Background: an optimization exercise with open tools, aiming at small area, a short achievable clock period and few clock cycles per item. Do not read the settings as production practice.
Where RTL was checked, it was by simulation tests only, not by an equivalence proof against the original.
For run 2, only the layout was checked, not whether the RTL still works.
Power and IR drop assume default switching activity.

===== flow/config.mk =====
export PLATFORM = sky130hd
export DESIGN_NAME = apb4_sram_slave
export DESIGN_NICKNAME = apb4_sram_slave
export VERILOG_FILES = /design/flow/design.v
export SDC_FILE = /design/flow/constraint.sdc
export NUM_CORES = 4
export LEC_CHECK = 0
export CAP_MARGIN = 20
export CORE_MARGIN = 2
export CORE_UTILIZATION = 60
export CTS_CLUSTER_DIAMETER = 100
export CTS_CLUSTER_SIZE = 30
export SETUP_SLACK_MARGIN = 1.5
export SLEW_MARGIN = 20
export SYNTH_HIERARCHICAL = 1
export SYNTH_MINIMUM_KEEP_SIZE = 0

===== flow/constraint.sdc =====
create_clock -name core_clock -period 3.3 [get_ports {pclk}]
set_input_delay 0.6600 -clock core_clock [delete_from_list [all_inputs] [get_ports {pclk}]]
set_output_delay 0.6600 -clock core_clock [all_outputs]
set_load 0.01 [all_outputs]

===== flow/design.v =====
package apb4_sram_pkg;
  typedef enum logic [1:0] {
    ST_IDLE   = 2'd0,
    ST_SETUP  = 2'd1,
    ST_WAIT   = 2'd2,
    ST_ACCESS = 2'd3
  } apb_state_e;
  localparam int DEF_ADDR_W      = 32;
  localparam int DEF_DATA_W      = 32;
  localparam int DEF_DEPTH       = 64;
  localparam int DEF_WAIT_CYCLES = 2;
  localparam int WAIT_CYCLES_MAX = 15;
  localparam int CNT_W           = 4;
  function automatic logic [CNT_W-1:0] wait_load(input int cycles);
    if (cycles > WAIT_CYCLES_MAX) begin
      wait_load = CNT_W'(WAIT_CYCLES_MAX);
    end else if (cycles < 0) begin
      wait_load = {CNT_W{1'b0}};
    end else begin
      wait_load = CNT_W'(cycles);
    end
  endfunction
endpackage
module apb4_sram_mem
#(
  parameter int DATA_W = apb4_sram_pkg::DEF_DATA_W,
  parameter int DEPTH  = apb4_sram_pkg::DEF_DEPTH,
  parameter int AW     = 6
) (
  input  logic                clk,
  input  logic                we,
  input  logic [DATA_W/8-1:0] be,
  input  logic [AW-1:0]       waddr,
  input  logic [DATA_W-1:0]   wdata,
  input  logic [AW-1:0]       raddr,
  input  logic                re,
  output logic [DATA_W-1:0]   rdata
);
  localparam int GRP  = 8;
  localparam int NGRP = DEPTH / GRP;
  logic [DATA_W-1:0] mem_r [DEPTH];
  always_ff @(posedge clk) begin
    if (we) begin
      for (int b = 0; b < DATA_W/8; b++) begin
        if (be[b]) begin
          mem_r[waddr][b*8 +: 8] <= wdata[b*8 +: 8];
        end
      end
    end
  end
  logic [GRP-1:0]  rsel_lo;
  logic [NGRP-1:0] rsel_hi;
  always_comb begin
    for (int i = 0; i < GRP; i++) begin
      rsel_lo[i] = (raddr[2:0] == 3'(i));
    end
    for (int i = 0; i < NGRP; i++) begin
      rsel_hi[i] = re && (raddr[AW-1:3] == (AW-3)'(i));
    end
  end
  for (genvar b = 0; b < DATA_W; b++) begin : g_rbit
    logic [NGRP-1:0] grp;
    for (genvar g = 0; g < NGRP; g++) begin : g_grp
      logic [GRP-1:0] col;
      for (genvar k = 0; k < GRP; k++) begin : g_col
        assign col[k] = mem_r[g*GRP + k][b];
      end
      apb4_sram_andor8 u_lo (.a (col), .s (rsel_lo), .y (grp[g]));
    end
    apb4_sram_andor8 u_hi (.a (grp), .s (rsel_hi), .y (rdata[b]));
  end
endmodule
module apb4_sram_andor8 (
  input  logic [7:0] a,
  input  logic [7:0] s,
  output logic       y
);
  assign y = |(a & s);
endmodule
module apb4_sram_slave
#(
  parameter int ADDR_W      = apb4_sram_pkg::DEF_ADDR_W,
  parameter int DATA_W      = apb4_sram_pkg::DEF_DATA_W,
  parameter int DEPTH       = apb4_sram_pkg::DEF_DEPTH,
  parameter int WAIT_CYCLES = 0
) (
  input  logic                pclk,
  input  logic                presetn,
  input  logic                psel,
  input  logic                penable,
  input  logic                pwrite,
  input  logic [ADDR_W-1:0]   paddr,
  input  logic [DATA_W-1:0]   pwdata,
  input  logic [DATA_W/8-1:0] pstrb,
  output logic [DATA_W-1:0]   prdata,
  output logic                pready,
  output logic                pslverr
);
  localparam int BYTES  = DATA_W / 8;
  localparam int OFF_W  = $clog2(BYTES);
  localparam int MEM_AW = (DEPTH > 1) ? $clog2(DEPTH) : 1;
  logic [MEM_AW-1:0] addr_r;
  logic              wen_r;
  logic              pready_r;
  logic              pslverr_r;
  logic [DATA_W-1:0] prdata_r;
  logic [ADDR_W-1:0] word_idx_s;
  logic              err_s;
  logic              setup_s;
  logic [BYTES-1:0]  be_s;
  logic [DATA_W-1:0] mem_rdata_s;
  always_comb begin
    word_idx_s = paddr >> OFF_W;
    err_s      = ((paddr & ADDR_W'(BYTES - 1)) != {ADDR_W{1'b0}}) ||
                 (word_idx_s >= ADDR_W'(DEPTH));
  end
  always_comb begin
    be_s = pstrb;
  end
  assign setup_s = psel && !penable && !pready_r;
  always_ff @(posedge pclk or negedge presetn) begin
    if (!presetn) begin
      pready_r  <= 1'b0;
      pslverr_r <= 1'b0;
      wen_r     <= 1'b0;
    end else begin
      pready_r  <= setup_s;
      pslverr_r <= setup_s && err_s;
      wen_r     <= setup_s && pwrite && !err_s;
    end
  end
  always_ff @(posedge pclk) begin
    prdata_r <= mem_rdata_s;
    addr_r   <= word_idx_s[MEM_AW-1:0];
  end
  apb4_sram_mem #(
    .DATA_W (DATA_W),
    .DEPTH  (DEPTH),
    .AW     (MEM_AW)
  ) u_mem (
    .clk    (pclk),
    .we     (wen_r),
    .be     (be_s),
    .waddr  (addr_r),
    .wdata  (pwdata),
    .raddr  (word_idx_s[MEM_AW-1:0]),
    .re     (!err_s),
    .rdata  (mem_rdata_s)
  );
  assign prdata  = prdata_r;
  assign pready  = pready_r;
  assign pslverr = pslverr_r;
endmodule

===== flow/run.sh =====
#!/bin/bash
# synth_recipe.tcl (not shown) runs the flow's synth.tcl, then flattens the netlist and writes it again
# the make line also repeats each setting of config.mk as NAME=value (left out here)
make -C /OpenROAD-flow-scripts/flow DESIGN_CONFIG=/design/flow/config.mk WORK_HOME=/design/flow/orfs CLKGATE_MAP_FILE= SYNTH_SCRIPT=/design/flow/synth_recipe.tcl finish

==> results.toml, run 1 <==
[critical_path]
crit_path_start = "addr_r[0]"
end_kind = "flop"
critPathKind = "reg2reg"
reg2reg_from = "addr_r[0]"
critPathMaxStageDelay_ns = 0.59
crit_slowest_cell = "or4b_4"
r2r_slack_ns = 1.31
worstReg2RegEnd = "u_mem.mem_r[52][9]"
worstPathCellList = "buf_8 > or4b_4 > buf_12 > buf_6 > nor2_4"
worstRegToRegCells = 5
critPathLaunchType = "flop"
arrival_ns = 2.38
cp_max_fo = 8
cp.required_ns = 3.69

[synth]
synth.area.top_cells = "edfxtp_1, a22oi_1, nand4_1"
async_reset_ff_share_pct = 0.144
yosys.area.top_type_share_pct = 82.5
synth_edf_count = 2048
postSynthCellCount = 3911
synth.distinct_cells = 25
synth-seq-cells = 2089
synth.avg_cell_area_um2 = 19.1
synth_top_cell_by_area = "edfxtp_1"
syn-num-nets = 3984
syn-cell-area_um2 = 74600
ys.flop_type = "edfxtp_1"
yosys_warnings = 8
yosysSeqAreaShare_pct = 83.6

[drt]
met3_length_um = 20500
drc = 0
first_pass_iters = 6
drtAntennaViolNets = 0
first_iter_violations = 6218
top_layer_used = "met5"
wirelength_um = 208000
dr_wl_met2_um = 101000
wirelength_met1_um = 80400
vias_per_cell = 7.08
wl_per_cell_um = 34.1
num_vias = 43200

[layout]
drive_gt1_share_pct = 22.4
final_nets = 4473
diodes = 0
layout.cells.most_common = "edfxtp_1"
syn_to_final_growth_pct = 17.4
utilization_pct = 70.9
stdcell_count = 6097
layout_common_cells = "edfxtp_1, a22oi_1, nand4_1, nor2_4, a22oi_2"
fin_area_um2 = 87600

[sta]
fmax_ghz = 0.502
fin_crit_ns = 1.99
finalSetupViolations = 0
clock_skew_ns = 0.0297
fin_ws_ns = 1.31
rsz0062_at_grt = "true"
tightest_slew_ns = 0.850
hold_viol_final = 0
period_share_pct = 60.4
hold_slack_ns = 0.132
relSlewSlack_pct = 43.3
finalMaxSlewViolations = 0

[die]
die_area_um2 = 127000
rows = 129
ios = 107
die_y_um = 357
die_x_um = 357
coreArea_um2 = 123000
initial_utilization_pct = 60.4

[global_routing]
grt_antenna_before_repair = 4
gr-total-overflow = 0
grt_usage_pct = 32.4
grt_start_max_net_pins = 85
grt_pass1_vias = 41300
grt_pass1_wl_um = 294000

[power_and_ir_drop]
max-vdd-ir-drop_mv = 0.510
pwr_density_cell_nw_per_um2 = 498
p_leak_nw = 25.7

[worst_hold_path]
holdCritPathClass = "in2async"

[run]
drv_cap = 0

[clock_tree]
htree_levels = 3
clk_pin_slew_ns = 0.11
numCtsBuffers = 79
ctsHoldBuffers = 0
clockBufferDepth = 3
cts_tree = "yes"
clkSinkCount = 2089
cts-root-buf = "clkbuf_16"
clock_latency_ns = 0.71

[placed_design]
place_congestion = 0.889
dp.cells = 5802
place_ws_ns = -0.265
dpl.hpwl_um = 122000
placed_area_um2 = 80300
port_buffers = 106

[status]
status = "timing/DRC/antenna clean"
power by group:
group	switching [mW]	total, mW	internal [mW]	leakage (nW)
combinational	1.60	2.27	0.670	5.80
clock	7.50	12.3	4.82	1.11
sequential	0.0188	29.1	29.0	18.8
critical path: cells and delay by family, from the launching register on:
kind / cells / cell delay (ns)
and+or+nand+nor: 2 / 0.83
buffers and inverters: 3 / 0.46
DFF: 1 / 0.38
registers in the layout (all words and copies together), names as in the netlist:
name	flops
u_mem.mem_r	2048
prdata_r	32
addr_r	6
pready_r	1
pslverr_r	1
wen_r	1
per-module statistics from Yosys, one instance, submodules excluded, excerpt:
module	cells	cell area (um^2)	flip-flops and latches	copies in the design
apb4_sram_andor8	5	36.3	0	288
apb4_sram_slave	58	965	41	1
metal layers:
layer  GRT usage [%]  up-vias
met4            8.06        6
met1            46.5    22400
met2            52.6     2499
met3            5.61      304
met5               0        -
li1                -    17900
synth_stat cells, types with 2 or more instances:
library cell / count
edfxtp_1: 2048
a22oi_1: 1152
nand4_1: 294
nor2_1: 265
dfxtp_1: 38
buf_2: 26
clkbuf_1: 24
nand4b_1: 12
nand4bb_1: 10
buf_6: 5
nand2_1: 4
nor3_1: 4
nor3b_1: 4
nor4_1: 4
nor4_2: 4
dfrtp_1: 3
nand2b_1: 3
or4b_1: 3
and3b_1: 2
metrics by stage:
| step | setup TNS (ns) | power (mW) |
|---|---|---|
| after floorplan | -93.59 | 30.5 |
| after global placement | -3.95 | 31.6 |
| after detailed placement | -5.64 | 31.6 |
| after CTS | 0 | 43.7 |
| after global routing | 0 | 44.7 |
| final | 0 | 43.7 |
final cells by class:
type                            instances  area [um^2]
Clock buffer                          137         2280
Timing Repair Buffer                  459         5870
Tap cell                             1637         2050
Multi-Input combinational cell       1771        14900
Sequential cell                      2089        62500
Clock inverter                          4         42.5
Fill cell                            7512        35900
timing repair:
item                       in CTS  in global routing
setup buffers                  95                 31
gates cloned                   25                  3
pin swaps                     189                101
hold endpoints to repair        0                  0
gates resized for setup       839                164
setup endpoints to repair    2114               1710
kinds of logic after synthesis:
kind of cell / synth area share [%]
compound gates: 11.6
buf+inv: 0.371
flops: 83.6
simple gates: 4.43
worst max path at each step:
stage / to / slack, ns / cells past startpoint
global route: prdata_r[24] / 1.26 / 12
detailed placement: prdata_r[21] / -0.27 / 10
finish: u_mem.mem_r[52][9] / 1.31 / 5
floorplan: prdata_r[0] / -2.92 / 5
global placement: prdata_r[21] / -0.20 / 10
CTS: u_mem.mem_r[52][28] / 1.31 / 5
Testbench counts, summed over its fixed seeds: cycles 80,000, transfers 40,000.
==> run 2, diff against run 1 <==
--- a/flow/design.v
+++ b/flow/design.v
@@ -48,14 +48,18 @@
       end
     end
   end
-  logic [GRP-1:0]  rsel_lo;
-  logic [NGRP-1:0] rsel_hi;
+  logic [GRP-1:0]   rsel_lo;
+  logic [NGRP-1:0]  rsel_hi;
+  logic [DEPTH-1:0] rsel;
   always_comb begin
     for (int i = 0; i < GRP; i++) begin
       rsel_lo[i] = (raddr[2:0] == 3'(i));
     end
     for (int i = 0; i < NGRP; i++) begin
-      rsel_hi[i] = re && (raddr[AW-1:3] == (AW-3)'(i));
+      rsel_hi[i] = (raddr[AW-1:3] == (AW-3)'(i));
+    end
+    for (int w = 0; w < DEPTH; w++) begin
+      rsel[w] = rsel_hi[w / GRP] && rsel_lo[w % GRP];
     end
   end
   for (genvar b = 0; b < DATA_W; b++) begin : g_rbit
@@ -65,9 +69,9 @@
       for (genvar k = 0; k < GRP; k++) begin : g_col
         assign col[k] = mem_r[g*GRP + k][b];
       end
-      apb4_sram_andor8 u_lo (.a (col), .s (rsel_lo), .y (grp[g]));
+      apb4_sram_andor8 u_sel (.a (col), .s (rsel[g*GRP +: GRP]), .y (grp[g]));
     end
-    apb4_sram_andor8 u_hi (.a (grp), .s (rsel_hi), .y (rdata[b]));
+    apb4_sram_or8_and u_or (.a (grp), .en (re), .y (rdata[b]));
   end
 endmodule
 module apb4_sram_andor8 (
@@ -76,6 +80,13 @@
   output logic       y
 );
   assign y = |(a & s);
+endmodule
+module apb4_sram_or8_and (
+  input  logic [7:0] a,
+  input  logic       en,
+  output logic       y
+);
+  assign y = en && (|a);
 endmodule
 module apb4_sram_slave
 #(
==> results.toml, run 2 <==
[status]
status = "timing/DRC/antenna clean"

[drt]
wirelength_um = 216000
first_pass_iters = 6
first_iter_violations = 5770
drtAntennaViolNets = 0
vias_per_cell = 6.91
drc = 0
wl_per_cell_um = 33.9
num_vias = 43900

[global_routing]
grt_pass1_wl_um = 300000
grt_usage_pct = 33.3
gr-total-overflow = 0
grt_start_max_net_pins = 65
grt_antenna_before_repair = 3
grt_pass1_vias = 42200

[clock_tree]
clk_pin_slew_ns = 0.11
clock_latency_ns = 0.73
cts_tree = "yes"
ctsHoldBuffers = 0
numCtsBuffers = 79
clockBufferDepth = 3
cts-root-buf = "clkbuf_16"
clkSinkCount = 2089
htree_levels = 3

[critical_path]
cp.required_ns = 3.88
cp.depth = 13
critical_path.top_delay_family = "simple AND/OR/NAND/NOR gates"
critPathBufInv = 7
arrival_ns = 3.04
worstRegToRegCells = 5
crit_end = "prdata_r[18]"
crit_slowest_cell = "nor4_4"
critPathLaunchType = "input port"
critPathKind = "in2reg"
crit_path_start = "paddr[6]"
end_kind = "flop"
cp_max_fo = 8
r2r_slack_ns = 1.31
reg2reg_from = "addr_r[3]"
critPathMaxStageDelay_ns = 0.53
worstReg2RegEnd = "u_mem.mem_r[49][15]"
worstPathCellList = "buf_6 > buf_8 > buf_6 > nand3b_1 > buf_12 > buf_12 > buf_8 > buf_4 > nor2_4 > a22oi_1 > nand4_1 > nor4_4 > a21boi_1"

[die]
coreArea_um2 = 123000
die_y_um = 356
die_area_um2 = 127000
rows = 129
initial_utilization_pct = 60.3
ios = 107
die_x_um = 356

[synth]
synth.distinct_cells = 26
yosys.area.top_type_share_pct = 82.7
syn-num-nets = 3992
yosysSeqAreaShare_pct = 83.8
ys.flop_type = "edfxtp_1"
synth.area.top_cells = "edfxtp_1, a22oi_1, nand4_1"
syn-cell-area_um2 = 74300
synth-seq-cells = 2089
yosys_warnings = 8
postSynthCellCount = 3919
synth_most_common_cell = "edfxtp_1"
synthTopCellsByCount = "edfxtp_1, a22oi_1, nor2_1, nand4_1, nor4_1"
async_reset_ff_share_pct = 0.144
synth.avg_cell_area_um2 = 19.0
synth_edf_count = 2048
synth_top_cell_by_area = "edfxtp_1"

[placed_design]
port_buffers = 106
dp.cells = 5951
dpl.hpwl_um = 138000
place_congestion = 0.934

[layout]
fillers = 7265
stdcell_count = 6356
multi_input_area_um2 = 15400
ff_latch_area_um2 = 62400
top_regs = "u_mem.mem_r: 2048 flops, prdata_r: 32 flops, addr_r: 6 flops"
utilization_pct = 73.8
largest_register = "u_mem.mem_r"
largest_reg_flops = 2048
layout.cells.most_common = "edfxtp_1"
layout_common_cells = "edfxtp_1, a22oi_1, nor2_4, buf_4, nand4_1"
syn_to_final_growth_pct = 22.4
drive_gt1_share_pct = 27.9
final_nets = 4734

[sta]
period_share_pct = 74.4
fmax_ghz = 0.407
relSlewSlack_pct = 31.6
finalSetupViolations = 0
finalMaxSlewViolations = 0
rsz0062_at_grt = "true"
fin_crit_ns = 2.45
tightest_slew_ns = 1.02
clock_skew_ns = 0.0344
hold_viol_final = 0
fin_tns_setup_ns = 0

[power_and_ir_drop]
finalPower_mw = 43.3
p_leak_nw = 27.3
max-vdd-ir-drop_mv = 0.471
pwr_density_cell_nw_per_um2 = 476

[worst_hold_path]
holdCritPathClass = "in2async"

[run]
drv_cap = 0
-- run 2: cell types whose count changed after synthesis, moves of 3 or more --
cell	previous run	this run
nor3b_1	4	1
clkbuf_1	24	38
a22oi_1	1152	1024
nand3b_1	0	6
a21boi_1	0	32
nor3_1	4	1
nand2_1	4	1
or3b_2	0	6
nand2b_1	3	0
nand4_1	294	262
nor4_1	4	68
nor2_1	265	322
-- run 2: cell type report --
class / instances / share of cell area [%]
antenna: 1 / 0.00275
clock buffer: 134 / 2.49
clock inverter: 4 / 0.0467
multi-input combinational: 1774 / 16.9
sequential: 2089 / 68.6
tap: 1637 / 2.25
timing repair buffer: 717 / 9.67
-- run 2: worst min path at each step --
stage,startpoint,endpoint,slack (ns),depth (start not counted)
after floorplan,presetn,pready_r,0.36,0
after global placement,pready_r,pready_r,0.47,1
after detailed placement,pready_r,pready_r,0.48,1
after CTS,presetn,pslverr_r,0.09,1
after global routing,presetn,pslverr_r,0.12,1
final,presetn,pslverr_r,0.12,1
-- run 2: Yosys stat by module (local to each module, per instance), a selection --
module / flip-flops and latches / area (um^2) / cells inside / copies in the design
apb4_sram_or8_and: 0 / 20.0 / 3 / 32
apb4_sram_andor8: 0 / 36.3 / 5 / 256
apb4_sram_slave: 41 / 965 / 58 / 1
-- run 2: report_power, final --
group / leakage (nW) / total (mW) / switching, mW / internal, mW
clock: 1.10 / 12.3 / 7.52 / 4.80
combinational: 7.41 / 1.88 / 1.23 / 0.650
sequential: 18.8 / 29.1 / 0.0125 / 29.1
-- run 2: kinds of logic (layout without fill, tap and decap cells) --
logic type / count (synthesis) / after routing / synth area share (%)
and+or+nand+nor: 704 / 717 / 5.04
AOI/OAI and AO/OA: 1057 / 1057 / 10.7
DFF: 2089 / 2089 / 83.8
buffers and inverters: 69 / 855 / 0.443
other: 0 / 1 / 0
-- run 2: stage by stage --
stage               hold slack (ns)  cell area (um^2)  setup WS, ns
global route                  0.125             91000         0.824
global placement              0.470             82300        -0.927
finish                        0.115             91000         0.845
floorplan                     0.364             75900         0.805
CTS                          0.0912             88900          1.01
detailed placement            0.483             82300        -0.648
-- run 2: metal layers --
layer  routed length [um]  vias up  global-route usage, %  part of all wire, %
met5                   27        -                      0                0.013
met4                 6600        4                   8.76                  3.1
met3                19500      315                   4.65                  9.0
met2               104000     2425                   53.3                   48
met1                85300    22900                   48.9                   40
li1                     -    18300                      -                    -
-- run 2: worst register-to-register path: cells and delay by family, from the launching register on --
kind                   cells  cell delay, ns
DFF                        1            0.38
and+or+nand+nor            2            0.80
buffers and inverters      3            0.51
-- run 2: timing repair --
| action | in CTS | in global routing |
|---|---|---|
| resized for setup | 695 | 234 |
| cloned | 22 | 12 |
| setup endpoints to repair | 2016 | 1608 |
| setup buffers | 148 | 83 |
| pin swaps | 213 | 161 |

[static timing again, ports no longer ideal]
In the flow no input, the clock included, has a driving cell. The finished layouts below were timed again as built, in two steps. Step 1 sets driving cells, clkbuf_16 on the clock port and buf_2 on the other inputs (assumed; they add their load-dependent delay and slew). Step 2 moves the port delays by t, midway between the first and last clock arrival at a register: inputs arrive t later, outputs are due t later. That takes back most of the time a late clock gives input paths. a / b / c = ideal ports / drivers / drivers and shift; a / b = the first two.
run	t (ns)	slack for setup (ns)	worst hold slack (ns)	worst register clock-pin slew, ns
run 1	0.782	1.306 / 1.306 / 0.570	0.132 / 0.083 / 0.478	0.12 / 0.12
run 2	0.795	0.845 / 0.892 / 0.097	0.115 / 0.058 / 0.586	0.12 / 0.12
After both steps setup and hold are still met in every run listed. For run 2, which loses most, drivers alone change the setup slack by +0.047 ns; drivers and shift together by -0.748 ns.
